Context: an optimization exercise on an open-source flow, tuned for small area. The choices shown serve that exercise and are no tape-out recipe. Function was checked by simulation only, so behaviour that the tests miss may differ from the original. Power figures rest on the tool's default switching activity, not on a simulated workload.

==> job 8305: inputs <==
==> flow/design.v <==
module register_file_sb #(
    parameter  int DATA_WIDTH   = 32,
    parameter  int NUM_REGISTER = 32,
    parameter  int NUM_READ     = 2,
    localparam int AW           = $clog2(NUM_REGISTER)
) (
    input  logic                           clk_i,
    input  logic                           rst_n_i,
    input  logic                           we_i,
    input  logic [AW-1:0]                  rd_addr_i,
    input  logic [DATA_WIDTH-1:0]          rd_i,
    input  logic                           issue_i,
    input  logic [AW-1:0]                  issue_addr_i,
    input  logic                           flush_i,
    input  logic [NUM_READ*AW-1:0]         rs_addr_i,
    output logic [NUM_READ*DATA_WIDTH-1:0] rs_data_o,
    output logic [NUM_READ-1:0]            hazard_o,
    output logic [AW:0]                    busy_cnt_o
);
    localparam int CW = AW + 1;
    logic [DATA_WIDTH-1:0]   regs_q [NUM_REGISTER];
    logic [NUM_REGISTER-1:0] busy_q, busy_d;
    logic [CW-1:0]           busy_cnt_q, busy_cnt_d;
    always_ff @(posedge clk_i or negedge rst_n_i) begin
        if (!rst_n_i) begin
            for (int i = 0; i < NUM_REGISTER; i++) regs_q[i] <= '0;
        end else begin
            for (int i = 1; i < NUM_REGISTER; i++) begin
                if (we_i && rd_addr_i == AW'(i)) regs_q[i] <= rd_i;
            end
        end
    end
    always_comb begin
        busy_d = busy_q;
        if (flush_i) begin
            busy_d = '0;
        end else begin
            if (we_i)    busy_d[rd_addr_i]    = 1'b0;
            if (issue_i) busy_d[issue_addr_i] = 1'b1;
        end
        busy_d[0] = 1'b0;
    end
    always_comb begin
        busy_cnt_d = '0;
        for (int i = 0; i < NUM_REGISTER; i++) busy_cnt_d = busy_cnt_d + CW'(busy_d[i]);
    end
    always_ff @(posedge clk_i or negedge rst_n_i) begin
        if (!rst_n_i) begin
            busy_q     <= '0;
            busy_cnt_q <= '0;
        end else begin
            busy_q     <= busy_d;
            busy_cnt_q <= busy_cnt_d;
        end
    end
    assign busy_cnt_o = busy_cnt_q;
    for (genvar p = 0; p < NUM_READ; p++) begin : g_read
        logic [AW-1:0]         addr;
        logic [DATA_WIDTH-1:0] data;
        logic                  haz;
        assign addr = rs_addr_i[p*AW +: AW];
        always_comb begin
            data = (addr == '0) ? '0 : regs_q[addr];
            haz  = busy_q[addr];
        end
        assign rs_data_o[p*DATA_WIDTH +: DATA_WIDTH] = data;
        assign hazard_o[p]                           = haz;
    end
endmodule
==> flow/run.sh <==
#!/bin/bash
# synth_recipe.tcl (not shown) runs the flow's synth.tcl, then flattens the netlist and writes it again
# the make line also repeats each setting of config.mk as NAME=value (left out here)
make -C /OpenROAD-flow-scripts/flow DESIGN_CONFIG=/design/flow/config.mk WORK_HOME=/design/flow/orfs CLKGATE_MAP_FILE= SYNTH_SCRIPT=/design/flow/synth_recipe.tcl finish
==> flow/config.mk <==
export PLATFORM = sky130hd
export DESIGN_NAME = register_file_sb
export DESIGN_NICKNAME = register_file_sb
export VERILOG_FILES = /design/flow/design.v
export SDC_FILE = /design/flow/constraint.sdc
export NUM_CORES = 4
export LEC_CHECK = 0
export CAP_MARGIN = 20
export CORE_MARGIN = 2
export CORE_UTILIZATION = 40
export SLEW_MARGIN = 20
==> flow/constraint.sdc <==
create_clock -name core_clock -period 7.0 [get_ports {clk_i}]
set_input_delay 1.4000 -clock core_clock [delete_from_list [all_inputs] [get_ports {clk_i}]]
set_output_delay 1.4000 -clock core_clock [all_outputs]
set_load 0.01 [all_outputs]
==> inputs of job 3698, as changes to job 8305 <==
==> flow/design.v, changed modules only <==
module register_file_sb #(
    parameter  int DATA_WIDTH   = 32,
    parameter  int NUM_REGISTER = 32,
    parameter  int NUM_READ     = 2,
    localparam int AW           = $clog2(NUM_REGISTER)
) (
    input  logic                           clk_i,
    input  logic                           rst_n_i,
    input  logic                           we_i,
    input  logic [AW-1:0]                  rd_addr_i,
    input  logic [DATA_WIDTH-1:0]          rd_i,
    input  logic                           issue_i,
    input  logic [AW-1:0]                  issue_addr_i,
    input  logic                           flush_i,
    input  logic [NUM_READ*AW-1:0]         rs_addr_i,
    output logic [NUM_READ*DATA_WIDTH-1:0] rs_data_o,
    output logic [NUM_READ-1:0]            hazard_o,
    output logic [AW:0]                    busy_cnt_o
);
    localparam int CW = AW + 1;
    logic [DATA_WIDTH-1:0]   regs_q [1:NUM_REGISTER-1];
    logic [NUM_REGISTER-1:0] valid_q;
    logic [NUM_REGISTER-1:0] busy_q, busy_d;
    logic [CW-1:0]           busy_cnt_q, busy_cnt_d;
    logic [NUM_REGISTER-1:0] wsel;
    always_comb begin
        for (int i = 0; i < NUM_REGISTER; i++) wsel[i] = we_i && (rd_addr_i == AW'(i));
        wsel[0] = 1'b0;
    end
    logic [NUM_REGISTER-1:0] wsel_n;
    assign wsel_n = ~wsel;
    logic [DATA_WIDTH-1:0] regs_d [1:NUM_REGISTER-1];
    for (genvar i = 1; i < NUM_REGISTER; i++) begin : g_word
        for (genvar b = 0; b < DATA_WIDTH; b++) begin : g_bit
            rf_hold u_hold (
                .s_i(wsel[i]), .s_n_i(wsel_n[i]), .d_i(rd_i[b]), .q_i(regs_q[i][b]),
                .y_o(regs_d[i][b])
            );
        end
    end
    for (genvar i = 1; i < NUM_REGISTER; i++) begin : g_store
        always_ff @(posedge clk_i) regs_q[i] <= regs_d[i];
    end
    always_ff @(posedge clk_i or negedge rst_n_i) begin
        if (!rst_n_i) begin
            valid_q <= '0;
        end else begin
            valid_q <= valid_q | wsel;
        end
    end
    always_comb begin
        busy_d = busy_q;
        if (flush_i) begin
            busy_d = '0;
        end else begin
            if (we_i)    busy_d[rd_addr_i]    = 1'b0;
            if (issue_i) busy_d[issue_addr_i] = 1'b1;
        end
        busy_d[0] = 1'b0;
    end
    logic cnt_dec, cnt_inc;
    assign cnt_dec = we_i && (rd_addr_i != '0) && busy_q[rd_addr_i];
    assign cnt_inc = issue_i && (issue_addr_i != '0) &&
                     (!busy_q[issue_addr_i] || (we_i && rd_addr_i == issue_addr_i));
    always_comb begin
        if (flush_i)                busy_cnt_d = '0;
        else if (cnt_inc && !cnt_dec) busy_cnt_d = busy_cnt_q + CW'(1);
        else if (cnt_dec && !cnt_inc) busy_cnt_d = busy_cnt_q - CW'(1);
        else                        busy_cnt_d = busy_cnt_q;
    end
    always_ff @(posedge clk_i or negedge rst_n_i) begin
        if (!rst_n_i) begin
            busy_q     <= '0;
            busy_cnt_q <= '0;
        end else begin
            busy_q     <= busy_d;
            busy_cnt_q <= busy_cnt_d;
        end
    end
    assign busy_cnt_o = busy_cnt_q;
    localparam int NG = (NUM_REGISTER - 1 + 2) / 3;
    for (genvar p = 0; p < NUM_READ; p++) begin : g_read
        logic [AW-1:0]           addr;
        logic [NUM_REGISTER-1:0] dsel;
        logic [NUM_REGISTER-1:0] vsel;
        logic                    haz;
        assign addr = rs_addr_i[p*AW +: AW];
        always_comb begin
            for (int i = 0; i < NUM_REGISTER; i++) dsel[i] = (addr == AW'(i));
            vsel = dsel & valid_q;
            vsel[0] = 1'b0;
            haz  = 1'b0;
            for (int i = 1; i < NUM_REGISTER; i++) haz = haz | (dsel[i] & busy_q[i]);
        end
        for (genvar b = 0; b < DATA_WIDTH; b++) begin : g_bit
            logic [NG-1:0] grp_n;
            for (genvar g = 0; g < NG; g++) begin : g_grp
                localparam int I0 = 1 + 3 * g;
                if (I0 + 2 < NUM_REGISTER) begin : g_3
                    rf_aoi3 u_aoi (
                        .a0_i(vsel[I0]),   .b0_i(regs_q[I0][b]),
                        .a1_i(vsel[I0+1]), .b1_i(regs_q[I0+1][b]),
                        .a2_i(vsel[I0+2]), .b2_i(regs_q[I0+2][b]),
                        .y_n_o(grp_n[g])
                    );
                end else if (I0 + 1 < NUM_REGISTER) begin : g_2
                    assign grp_n[g] = ~((vsel[I0] & regs_q[I0][b]) | (vsel[I0+1] & regs_q[I0+1][b]));
                end else begin : g_1
                    assign grp_n[g] = ~(vsel[I0] & regs_q[I0][b]);
                end
            end
            assign rs_data_o[p*DATA_WIDTH + b] = ~&grp_n;
        end
        assign hazard_o[p] = haz;
    end
endmodule
module rf_hold (
    input  logic s_i,
    input  logic s_n_i,
    input  logic d_i,
    input  logic q_i,
    output logic y_o
);
    assign y_o = (s_i & d_i) | (s_n_i & q_i);
endmodule
module rf_aoi3 (
    input  logic a0_i,
    input  logic b0_i,
    input  logic a1_i,
    input  logic b1_i,
    input  logic a2_i,
    input  logic b2_i,
    output logic y_n_o
);
    assign y_n_o = ~((a0_i & b0_i) | (a1_i & b1_i) | (a2_i & b2_i));
endmodule
==> flow/flow/run.sh (new file) <==
#!/bin/bash
# Own layout flow: the standard synthesis unchanged, then the standard ORFS
# steps with two settings changed:
#   - every port still gets a buffer, but a plain sky130_fd_sc_hd__buf_1 rather
#     than the clock-delay cell that buffer_ports picks by default (repair may
#     resize it later);
#   - clock tree synthesis uses one clock buffer type, larger sink clusters and
#     no dummy loads.
# Each step's full output goes to its own log file in this folder (ORFS also
# keeps its per-step logs under orfs/logs/).
set -euo pipefail
bash standard.sh synth > synth.log 2>&1
bash standard.sh \
  "BUFFER_PORTS_ARGS=-buffer_cell sky130_fd_sc_hd__buf_1" \
  "CTS_ARGS=-sink_clustering_enable -repair_clock_nets -dont_use_dummy_load -buf_list sky130_fd_sc_hd__clkbuf_16 -sink_clustering_size 28 -sink_clustering_max_diameter 100" \
  finish > layout.log 2>&1
==> flow/standard.sh (new file) <==
#!/bin/bash
# synth_recipe.tcl (not shown) runs the flow's synth.tcl, then flattens the netlist and writes it again
# the make line also repeats each setting of config.mk as NAME=value (left out here)
make -C /OpenROAD-flow-scripts/flow DESIGN_CONFIG=/design/flow/config.mk WORK_HOME=/design/flow/orfs CLKGATE_MAP_FILE= SYNTH_SCRIPT=/design/flow/synth_recipe.tcl "${@:-finish}"
CAP_MARGIN = 10   (was 20)
CORE_UTILIZATION = 60   (was 40)
SLEW_MARGIN = 10   (was 20)
SYNTH_HIERARCHICAL = 1   (was default)
removed: flow/run.sh
==> summary of the runs <==
In job 3698 the synthesized cell count is smaller than in job 8305, by about 20%. In job 3698 the maximum frequency is larger than in job 8305, by about 9%. Core utilization: job 3698 is higher than job 8305 (18 points). Total power: job 8305 is higher than job 3698 (29%). In job 8305 the final cell count is larger than in job 3698, by 36%. In job 8305 the clock power is larger than in job 3698, by about 110%. Register-to-register slack: job 3698 is higher than job 8305 (1.6 ns). Between job 3698 and job 8305, the lower area after synthesis is in job 3698 (gap 19%, measured against job 8305). Between job 3698 and job 8305, the lower cell area is in job 3698 (gap 25%, measured against job 8305). Clock skew: job 3698 is lower than job 8305 (0.0034 ns).

## what the ideal ports hide
Ports are ideal in the flow. The routed layouts listed here were re-timed in OpenROAD.
Step 1: set_driving_cell puts a clkbuf_16 on clk_i and a buf_2 on each other input, an assumption about the parent block.
Step 2, shift: input delay + t, output delay - t, t = (earliest + latest rising clock arrival at the registers) / 2. This alone moves slack from input paths to output paths.
a / b / c = ideal / step 1 / step 2; a / b = the first two.
run	t, ns	setup slack, ns	worst setup path after step 2	clock arrival spread, ns	cell pins on the clock port's net
job 8305	0.804	0.116 / 0.080 / -0.443	input to register	0.038 / 0.039	1
job 3698	0.705	0.655 / 0.558 / 0.558	input to output	0.053 / 0.053	1
Met with ideal ports but missed after step 2: setup timing in job 8305. The setup slack of job 8305, which loses most, moves by -0.036 ns with the drivers and by -0.559 ns with both steps.
